From an optimization exercise on the open Yosys and OpenROAD flow, aimed at small area, a short achievable clock period and few clock cycles per item; shortcuts taken in it are not production practice.
At most, simulation tests tie the RTL to the original design; equivalence was not proved.
Power is estimated from default activity; no workload was simulated.

try-zinc:
Design gcode_block_parser_top, start of the top module:
module gcode_block_parser_top #(
	parameter int AXIS_WORD_CHARS = 15,
	parameter int INT_WORD_DIGITS = 4
) (
	input  logic        clk,
	input  logic        arst_n,
	input  logic        cfg_we,
	input  logic [7:0]  cfg_wdata,
	input  logic        char_valid,
	input  logic [7:0]  char_in,
	output logic        char_ready,
	output logic        block_valid,
	input  logic        block_ready,
	output logic [13:0] block_number,
	output logic [1:0]  code_letter,
	output logic [6:0]  code_number,
	output logic [13:0] feed_value,
	output logic [13:0] repeat_count,
	output logic [31:0] x_milli,
	output logic [31:0] y_milli,
	output logic [31:0] z_milli,
	output logic [31:0] a_milli
);
clock: 8.0 ns
lec_check: 0
cap_margin: 20
core_margin: 2
core_utilization: 40
setup_slack_margin: 4.5
slew_margin: 20
run.sh (not shown) runs the stock make flow with config.mk's settings and CLKGATE_MAP_FILE= SYNTH_SCRIPT=/design/flow/synth_recipe.tcl, a recipe that flattens the netlist after the stock synthesis.
try-zinc reached the final stage; the timing, design-rule and antenna checks on its layout passed.
Testbench counts of try-zinc, summed over its fixed seeds: cycles 82,158, chars 82,147.
Input changes introduced in try-pepper (baseline for comparison: try-zinc):
# try-zinc
export LEC_CHECK = 0
export CAP_MARGIN = 20
export CORE_MARGIN = 2
export CORE_UTILIZATION = 40
export SETUP_SLACK_MARGIN = 4.5
export SLEW_MARGIN = 20
create_clock -name core_clock -period 8.0 [get_ports {clk}]
# try-pepper
export LEC_CHECK = 0
export ABC_AREA = 1
export CAP_MARGIN = 20
export CORE_MARGIN = 2
export CORE_UTILIZATION = 40
export CTS_BUF_LIST = sky130_fd_sc_hd__clkbuf_4
export CTS_CLUSTER_SIZE = 16
export SETUP_SLACK_MARGIN = 4.5
export SLEW_MARGIN = 20
create_clock -name core_clock -period 8.0 [get_ports {clk}]
==> flow/flow/run.sh (new file) <==
#!/bin/bash
set -euo pipefail
bash standard.sh "BUFFER_PORTS_ARGS=-buffer_cell sky130_fd_sc_hd__buf_1" finish > flow_make.log 2>&1
==> flow/standard.sh (new file) <==
#!/bin/bash
# synth_recipe.tcl (not shown) runs the flow's synth.tcl, then flattens the netlist and writes it again
# the make line also repeats each setting of config.mk as NAME=value (left out here)
make -C /OpenROAD-flow-scripts/flow DESIGN_CONFIG=/design/flow/config.mk WORK_HOME=/design/flow/orfs CLKGATE_MAP_FILE= SYNTH_SCRIPT=/design/flow/synth_recipe.tcl "${@:-finish}"
removed: flow/run.sh
Findings:
try-pepper ended up with a lower total cell area at the placement stage than try-zinc did.
Looking at shortest period the worst path allows, try-pepper sits 0.36 ns lower than try-zinc does.
Taking try-zinc as the reference point, the number of multi-input combinational cells in the layout of try-pepper rises by about 17%.
Any difference in die area between try-zinc and try-pepper is small enough to ignore.
Required time of the critical path: try-pepper higher than try-zinc
Relative to try-zinc, the overall power of the completed layout measured on try-pepper has increased by a few percent.
Inputs modified between try-pepper and try-harbor:
# try-pepper
export LEC_CHECK = 0
export ABC_AREA = 1
export CAP_MARGIN = 20
export CORE_MARGIN = 2
export CORE_UTILIZATION = 40
export CTS_BUF_LIST = sky130_fd_sc_hd__clkbuf_4
export CTS_CLUSTER_SIZE = 16
export SETUP_SLACK_MARGIN = 4.5
export SLEW_MARGIN = 20
create_clock -name core_clock -period 8.0 [get_ports {clk}]
# try-harbor
export LEC_CHECK = 0
export ABC_AREA = 1
export CAP_MARGIN = 20
export CORE_MARGIN = 2
export CORE_UTILIZATION = 40
export SETUP_SLACK_MARGIN = 4.5
export SLEW_MARGIN = 20
create_clock -name core_clock -period 8.0 [get_ports {clk}]
==> flow/run.sh (new file) <==
#!/bin/bash
# synth_recipe.tcl (not shown) runs the flow's synth.tcl, then flattens the netlist and writes it again
# the make line also repeats each setting of config.mk as NAME=value (left out here)
make -C /OpenROAD-flow-scripts/flow DESIGN_CONFIG=/design/flow/config.mk WORK_HOME=/design/flow/orfs CLKGATE_MAP_FILE= SYNTH_SCRIPT=/design/flow/synth_recipe.tcl finish
removed: flow/flow/run.sh
removed: flow/standard.sh
Results
Summary of the comparison: post-route worst setup slack is lower in try-harbor, relative to try-pepper. Taking try-pepper as the reference point, the global-route track usage on met2 of try-harbor falls by 0.28 points. Diff try-pepper -> try-harbor: mapped cell area did not really move, sum of internal, switching and leakage power did not really move, overall track demand over capacity in global routing went down. try-harbor vs. try-pepper: routed wire length lost about 1.8%, clock power picked up an extra about 3%. try-harbor reports its worst setup path endpoint as acc_q[30] while try-pepper reports acc_q[15].
Modified inputs, try-cedar compared to try-harbor
==> flow/flow/run.sh (new file) <==
#!/bin/bash
set -euo pipefail
bash standard.sh "BUFFER_PORTS_ARGS=-buffer_cell sky130_fd_sc_hd__buf_1" finish > flow_make.log 2>&1
==> flow/standard.sh (new file) <==
#!/bin/bash
# synth_recipe.tcl (not shown) runs the flow's synth.tcl, then flattens the netlist and writes it again
# the make line also repeats each setting of config.mk as NAME=value (left out here)
make -C /OpenROAD-flow-scripts/flow DESIGN_CONFIG=/design/flow/config.mk WORK_HOME=/design/flow/orfs CLKGATE_MAP_FILE= SYNTH_SCRIPT=/design/flow/synth_recipe.tcl "${@:-finish}"
removed: flow/run.sh
### Flow results
Delta (try-cedar minus try-harbor): final area fell by 6.5%, fmax rose by 1.2%, global-route wire length before repair stayed essentially flat, wire length stayed essentially flat. For hold slack, try-harbor and try-cedar come out practically identical. The internal reg-to-reg setup slack reported for try-cedar is greater than that of try-harbor by 0.04 ns. Relative to try-harbor, fraction of area in registers has increased by 2.2 points in try-cedar. [diff] setup slack, try-cedar relative to try-harbor: improvement.
Inputs modified between try-cedar and try-nickel:
# try-cedar
export LEC_CHECK = 0
export ABC_AREA = 1
export CAP_MARGIN = 20
export CORE_MARGIN = 2
export CORE_UTILIZATION = 40
export SETUP_SLACK_MARGIN = 4.5
export SLEW_MARGIN = 20
create_clock -name core_clock -period 8.0 [get_ports {clk}]
# try-nickel
export LEC_CHECK = 0
export ABC_AREA = 1
export CAP_MARGIN = 20
export CORE_MARGIN = 2
export CORE_UTILIZATION = 40
export CTS_BUF_LIST = sky130_fd_sc_hd__clkbuf_8
export CTS_CLUSTER_SIZE = 25
export SETUP_SLACK_MARGIN = 4.5
export SLEW_MARGIN = 20
create_clock -name core_clock -period 8.0 [get_ports {clk}]
[summary]
- Taking try-cedar as the reference, in try-nickel met3 wire length climbed 0.68%; detailed-route via count grew by 0.73%; part of the total power dissipated in the clock network saw a decrease.
- Higher combinational group share of total power among try-nickel and try-cedar: try-nickel

========
== main ==
Another version of the RTL of gcode_block_parser_top (not shown whole).
For scale: about 270 flip-flops, roughly 200 I/O pins, about 14000 um2 of cells after synthesis.
## gcode_block_parser_top
module gcode_block_parser_top #(
	parameter int AXIS_WORD_CHARS = 15,
	parameter int INT_WORD_DIGITS = 4
) (
	input  logic        clk,
	input  logic        arst_n,
	input  logic        cfg_we,
	input  logic [7:0]  cfg_wdata,
	input  logic        char_valid,
	input  logic [7:0]  char_in,
	output logic        char_ready,
	output logic        block_valid,
	input  logic        block_ready,
	output logic [13:0] block_number,
	output logic [1:0]  code_letter,
	output logic [6:0]  code_number,
	output logic [13:0] feed_value,
	output logic [13:0] repeat_count,
	output logic [31:0] x_milli,
	output logic [31:0] y_milli,
	output logic [31:0] z_milli,
	output logic [31:0] a_milli
);
==> flow/config.mk <==
export PLATFORM = sky130hd
export DESIGN_NAME = gcode_block_parser_top
export DESIGN_NICKNAME = gcode_block_parser_top
export VERILOG_FILES = /design/flow/design.v
export SDC_FILE = /design/flow/constraint.sdc
export NUM_CORES = 4
export LEC_CHECK = 0
export ABC_AREA = 1
export CAP_MARGIN = 20
export CORE_MARGIN = 2
export CORE_UTILIZATION = 40
export CTS_BUF_LIST = sky130_fd_sc_hd__clkbuf_16
export CTS_CLUSTER_DIAMETER = 120
export CTS_CLUSTER_SIZE = 20
export SETUP_SLACK_MARGIN = 4.8
export SLEW_MARGIN = 20
==> flow/constraint.sdc <==
create_clock -name core_clock -period 8.0 [get_ports {clk}]
set_input_delay 1.6000 -clock core_clock [delete_from_list [all_inputs] [get_ports {clk}]]
set_output_delay 1.6000 -clock core_clock [all_outputs]
set_load 0.01 [all_outputs]
standard.sh (not shown) runs the stock make flow with config.mk's settings and CLKGATE_MAP_FILE= SYNTH_SCRIPT=/design/flow/synth_recipe.tcl, a recipe that flattens the netlist after the stock synthesis.
==> flow/flow/run.sh <==
#!/bin/bash
set -euo pipefail
bash standard.sh "BUFFER_PORTS_ARGS=-buffer_cell sky130_fd_sc_hd__buf_1" finish > flow_make.log 2>&1
Testbench counts of main, summed over its fixed seeds: cycles 82,158, chars 82,147.
Input changes introduced in the feature branch (baseline for comparison: main):
- swapping 20 for 5 in SLEW_MARGIN
- swapping 20 for 5 in CAP_MARGIN
- swapping 4.8 for 4.7 in SETUP_SLACK_MARGIN
- putting PLACE_DENSITY at 0.75 where nothing was set
### Flow results
Diff main -> the feature branch | routed length per instance | down by a few percent. Comparing area of all placed cells without fillers for the feature branch and main, the bigger number came from main. Met1 demand-to-capacity share in global routing, the feature branch and main: lower on the feature branch. The feature branch and main ended up with nearly the same clock slew seen by the registers of the worst setup and hold paths. Diff the feature branch..main | final period utilization | negligible. Per the comparison of the feature branch with main, total number of nets in the final design shrank by about 1.7%, worst setup slack grew by 0.0073 ns, number of nets with antenna violations after routing held steady. Of the two values seen for master of the slowest instance on the critical path, sky130_fd_sc_hd__edfxtp_1 was produced by main and sky130_fd_sc_hd__fa_1 by the feature branch. Share of total power in the clock network (the feature branch over main): increase, 1.5 points. Comparing the feature branch and main, stage delay of the slowest cell on the critical path is lower on the feature branch. When the final numbers for the feature branch and main were put side by side, the sequential share of cell area turned out to be greater in the feature branch.

========
Setup of run A:
Another version of the RTL of gcode_block_parser_top (not shown whole).
Size: roughly 1700 cells after synthesis, about 200 I/O pins, about 14000 sq um of cells after synthesis.
clock: 8.0 ns
lec_check: 0
abc_area: 1
cap_margin: 20
core_margin: 2
core_utilization: 40
cts_buf_list: sky130_fd_sc_hd__clkbuf_16
cts_cluster_diameter: 120
cts_cluster_size: 20
setup_slack_margin: 4.85
slew_margin: 20
Scripts as last shown in full above: flow/flow/run.sh
Inputs modified between run A and run B:
- SETUP_SLACK_MARGIN: 4.85 -> 4.7
- ABC_AREA: 1 -> 0
==> results.txt <==
Compared with run A, run B shows a lower number of cells on the critical path.
Run B vs. run A: post-cts gate resize count -43%; total chip power -6.9%.
The worst setup slack for register-to-register paths of run B falls short of that of run A by 610 ps.
Between run B and run A, the overall die height does not differ in any meaningful way.
For run A, the worst setup path endpoint was acc_q[22], unlike run B, where it was acc_q[31].
Delay of the slowest cell on the worst path (lower): run B
Going from run A to run B, proportion of synthesized area in mux cells higher, worst setup slack lower, largest voltage drop on the vdd net higher.
#### Input delta (run C over run B)
- swapping 4.7 for 5 in SETUP_SLACK_MARGIN
- swapping 0 for 1 in ABC_AREA
Notes after the runs:
- Final area (run C over run B): increase, about 5%
- Run C against run B: number of buffers and inverters on the critical path shows an increase of 1; switching share of power rose by 3.1 points; number of detailed-route iterations in the first pass ~0 delta.
- Between run C and run B, it is run C whose via count of the routed design is higher, by about 16%.
Relative to run C, the following input files were edited for run D:
- a change of SETUP_SLACK_MARGIN from 5 to 4.7
## What came out
Run comparison: run C most frequent standard cell in the layout excluding fill and tap cells sky130_fd_sc_hd__nand3_1; run D most frequent standard cell in the layout excluding fill and tap cells sky130_fd_sc_hd__nand2_1. The final reports for run D and run C show total power after layout lower in the former. Compared with run C, run D shows total number of vias that has gone down by a few percent. Diff run D..run C | total sequential power | negligible. From run C to run D the numbers moved as follows: internal cell power shrank by 6.0%, worst-case headroom to the max-slew limit went down by 6.7 points, number of antenna-violating nets in the routed design has remained practically unchanged.
No functional check of the RTL was part of any run of this note.

static timing again, ports no longer ideal:
Ports are ideal in the flow. The routed layouts listed here were re-timed in OpenROAD. Step 1 (the two cells are an assumption about what drives the block):
set clk [get_ports {clk}]
set_driving_cell -lib_cell sky130_fd_sc_hd__clkbuf_16 $clk
set_driving_cell -lib_cell sky130_fd_sc_hd__buf_2 [delete_from_list [all_inputs] $clk]
Step 2 times the ports against the registers' clock, not the clock port: input delays grow and output delays shrink by t, the midpoint of the rising clock arrivals with the driver on. Slacks: ideal / step 1 / step 2; pairs: ideal / step 1.
run	shift t [ns]	setup WS [ns]	worst register clock-pin slew, ns	worst data-port slew with drivers (ns)
try-zinc	0.620	4.017 / 4.017 / 4.017	0.07 / 0.07	0.03
try-pepper	0.793	4.375 / 4.375 / 4.375	0.09 / 0.09	0.04
try-harbor	0.610	4.237 / 4.237 / 4.237	0.07 / 0.07	0.05
try-cedar	0.611	4.281 / 4.281 / 4.281	0.06 / 0.06	0.04
try-nickel	0.607	4.282 / 4.282 / 4.282	0.07 / 0.07	0.04
main	0.554	4.864 / 4.864 / 4.451	0.10 / 0.10	0.03
the feature branch	0.546	4.872 / 4.872 / 4.381	0.10 / 0.10	0.04
run A	0.561	4.773 / 4.773 / 4.488	0.10 / 0.10	0.03
run B	0.548	4.160 / 4.160 / 4.160	0.10 / 0.10	0.03
run C	0.556	4.871 / 4.871 / 4.650	0.10 / 0.10	0.03
run D	0.541	4.842 / 4.842 / 4.354	0.09 / 0.09	0.03
After both steps setup and hold are still met in every run listed. For the feature branch, which loses most, drivers alone change the setup slack by 0.000 ns; drivers and shift together by -0.491 ns.
